From an optimization exercise on the open Yosys and OpenROAD flow, aimed at small area, a short achievable clock period and few clock cycles per item; shortcuts taken in it are not production practice. Function was checked by simulation only, so behaviour that the tests miss may differ from the original. No activity file was given, so power comes from the tool's default toggle rates.

## v15
// join_top
module join_top (
  input  logic        ap_clk,
  input  logic        rst_n,
  input  logic        host_cyc,
  input  logic        host_stb,
  input  logic        host_we,
  input  logic [31:0] host_adr,
  input  logic [31:0] host_dat_w,
  output logic        host_ack,
  output logic [31:0] host_dat_r,
  output logic        mem_cyc,
  output logic        mem_stb,
  output logic        mem_we,
  output logic [31:0] mem_adr,
  output logic [31:0] mem_dat_w,
  input  logic        mem_ack,
  input  logic [31:0] mem_dat_r
);
localparam WINDOW_DEPTH    = 16;   
localparam REG_CTRL        = 8'h00;   
localparam REG_RESULT_BASE = 8'h04;
localparam REG_RESULT_MAX  = 8'h08;
localparam REG_WINDOW      = 8'h0C;   
localparam REG_STREAM      = 8'h10;   
localparam REG_STATUS      = 8'h14;
  logic        rd_ack_q;      
  logic        h_v, b_v;      
  logic        h_s, b_s;      
  logic [15:0] h_d, b_d;      
  logic [7:0]  wkey [WINDOW_DEPTH];
  logic [7:0]  wval [WINDOW_DEPTH];
  logic [3:0]  wr_ptr;        
  logic        wfull;         
  logic [7:0]  p_key;         
  logic [7:0]  p_sval;
  logic [15:0] p_mask;        
  logic        p_valid;       
  logic [31:0] result_base;
  logic [15:0] result_max;
  ...
Settings: LEC_CHECK=0, CAP_MARGIN=20, CORE_MARGIN=2, CORE_UTILIZATION=40, CTS_CLUSTER_DIAMETER=60, CTS_CLUSTER_SIZE=40, SETUP_SLACK_MARGIN=2.8, SLEW_MARGIN=20, TNS_END_PERCENT=20; clock period 5.0 ns.
standard.sh (not shown) runs the stock make flow with config.mk's settings and CLKGATE_MAP_FILE= SYNTH_SCRIPT=/design/flow/synth_recipe.tcl, a recipe that flattens the netlist after the stock synthesis.
==> flow/flow/run.sh <==
#!/bin/bash
# The standard layout, with the port buffers made from sky130_fd_sc_hd__buf_2
# cells instead of the cell buffer_ports picks by default. The make output goes
# to flow_make.log here; ORFS's per-step logs stay under orfs/logs.
set -euo pipefail
export BUFFER_PORTS_ARGS="-buffer_cell sky130_fd_sc_hd__buf_2"
bash standard.sh finish > flow_make.log 2>&1
No stage failed in v15, and the final checks on the layout all came back clean.
Testbench counts of v15, summed over its fixed seeds: cycles 6,408, items 1,432.
Here is what was changed in the inputs of v24 compared with v15.
# v15
export LEC_CHECK = 0
export CAP_MARGIN = 20
export CORE_MARGIN = 2
export CORE_UTILIZATION = 40
export CTS_CLUSTER_DIAMETER = 60
export CTS_CLUSTER_SIZE = 40
export SETUP_SLACK_MARGIN = 2.8
export SLEW_MARGIN = 20
export TNS_END_PERCENT = 20
create_clock -name core_clock -period 5.0 [get_ports {ap_clk}]
# v24
export LEC_CHECK = 0
export CAP_MARGIN = 20
export CORE_MARGIN = 2
export CORE_UTILIZATION = 55
export CTS_CLUSTER_DIAMETER = 60
export CTS_CLUSTER_SIZE = 40
export SETUP_SLACK_MARGIN = 3.0
export SLEW_MARGIN = 20
export TNS_END_PERCENT = 10
create_clock -name core_clock -period 5.0 [get_ports {ap_clk}]
--- outcome ---
- Per the comparison of v24 with v15, signed area change from the synthesized netlist to the final layout saw a decrease; slew of the pin with the lowest slew margin saw an increase; worst hold slack saw an increase; post-detailed-route wirelength per cell saw an increase.
- Between v15 and v24, the leakage power summed over all cells is lower for v24.
- v24 ended with every stage complete and zero timing, DRC or antenna violations.
- Higher utilization among v15 and v24: v24
- Re overall power of the completed layout: v15 and v24 aren't equal, and the lower value belongs to v24.
- v24 ended up with wkey[7][6]$_DFFE_PP_ as its worst setup path endpoint; v15 ended up with host_ack.
- Largest voltage drop on the vdd net in v24 is about 8% above v15.
- The wire length of the first global-routing pass number comes out lower for v24 vs v15.
Setup changes, v24 to v56
# v24
export LEC_CHECK = 0
export CAP_MARGIN = 20
export CORE_MARGIN = 2
export CORE_UTILIZATION = 55
export CTS_CLUSTER_DIAMETER = 60
export CTS_CLUSTER_SIZE = 40
export SETUP_SLACK_MARGIN = 3.0
export SLEW_MARGIN = 20
export TNS_END_PERCENT = 10
create_clock -name core_clock -period 5.0 [get_ports {ap_clk}]
# v56
export LEC_CHECK = 0
export CAP_MARGIN = 20
export CORE_MARGIN = 2
export CORE_UTILIZATION = 40
export CTS_CLUSTER_DIAMETER = 60
export CTS_CLUSTER_SIZE = 40
export SETUP_SLACK_MARGIN = 2.8
export SLEW_MARGIN = 20
export TNS_END_PERCENT = 10
create_clock -name core_clock -period 5.0 [get_ports {ap_clk}]
==> comparison <==
Per the comparison of v56 with v24, maximum frequency flat; post-synthesis share of cell area spent on xor and xnor gates barely changed; worst setup slack decreased by 0.0055 ns relative to the old numbers.
--- input diff v56..v57 ---
# v56
export LEC_CHECK = 0
export CAP_MARGIN = 20
export CORE_MARGIN = 2
export CORE_UTILIZATION = 40
export CTS_CLUSTER_DIAMETER = 60
export CTS_CLUSTER_SIZE = 40
export SETUP_SLACK_MARGIN = 2.8
export SLEW_MARGIN = 20
export TNS_END_PERCENT = 10
create_clock -name core_clock -period 5.0 [get_ports {ap_clk}]
# v57
export LEC_CHECK = 0
export CAP_MARGIN = 20
export CORE_MARGIN = 2
export CORE_UTILIZATION = 55
export CTS_CLUSTER_DIAMETER = 60
export CTS_CLUSTER_SIZE = 40
export SETUP_SLACK_MARGIN = 2.8
export SLEW_MARGIN = 20
export TNS_END_PERCENT = 10
create_clock -name core_clock -period 5.0 [get_ports {ap_clk}]
## What came out
In the metrics for v57 and v56, the one carrying the higher proportion of power drawn by the clock network is v57.
On number of global-route vias before repair, v56 tracks v57 almost exactly.
Diff v56 -> v57: vias after detailed routing shows an increase of about 0.9%; final cell count shows a reduction of 7.0%.
v56 → v57: number of inserted diodes moved up; clock skew moved down; worst setup slack moved up; wire length moved down; setup slack after placement moved up.
Cmp v57 and v56 / final area / higher: v57
Input-level comparison between v16 and v57:
# v57
export LEC_CHECK = 0
export CAP_MARGIN = 20
export CORE_MARGIN = 2
export CORE_UTILIZATION = 55
export CTS_CLUSTER_DIAMETER = 60
export CTS_CLUSTER_SIZE = 40
export SETUP_SLACK_MARGIN = 2.8
export SLEW_MARGIN = 20
export TNS_END_PERCENT = 10
create_clock -name core_clock -period 5.0 [get_ports {ap_clk}]
# v16
export LEC_CHECK = 0
export CAP_MARGIN = 20
export CORE_MARGIN = 2
export CORE_UTILIZATION = 40
export CTS_CLUSTER_DIAMETER = 60
export CTS_CLUSTER_SIZE = 40
export SETUP_SLACK_MARGIN = 2.6
export SLEW_MARGIN = 20
export TNS_END_PERCENT = 10
create_clock -name core_clock -period 5.0 [get_ports {ap_clk}]
### Flow results
Summary: with v57 as the reference, number of clock buffer instances in the layout in v16 moved up by a few percent. Cells: v16 has more instances than v57. As far as inverter count of the layout excluding clock inverters goes, v16 and v57 are indistinguishable; the numbers are identical. Final-stage net count in v16 is 0.50% above v57. Compared to v57, v16 has least setup slack across all paths after layout 0.025 ns lower. v16 vs v57: proportion of cell area occupied by registers down.

==> static timing again, ports no longer ideal <==
Ports are ideal in the flow. The routed layouts listed here were re-timed in OpenROAD.
Step 1: set_driving_cell puts a clkbuf_16 on ap_clk and a buf_2 on each other input, an assumption about the parent block.
Step 2 times the ports against the registers' clock, not the clock port: input delays grow and output delays shrink by t, the midpoint of the rising clock arrivals with the driver on.
Three values: ideal ports, drivers, drivers and shift; two values: the first two.
| run | t, ns | slack for setup (ns) | worst data-port slew with drivers (ns) |
|---|---|---|---|
| v15 | 0.633 | 2.381 / 2.348 / 1.846 | 0.06 |
| v24 | 0.613 | 2.404 / 2.385 / 1.980 | 0.06 |
| v56 | 0.615 | 2.399 / 2.369 / 1.942 | 0.07 |
| v57 | 0.611 | 2.418 / 2.384 / 2.044 | 0.06 |
| v16 | 0.632 | 2.393 / 2.381 / 1.836 | 0.10 |
After both steps setup and hold are still met in every run listed. For v16, which loses most, drivers alone change the setup slack by -0.012 ns; drivers and shift together by -0.557 ns.
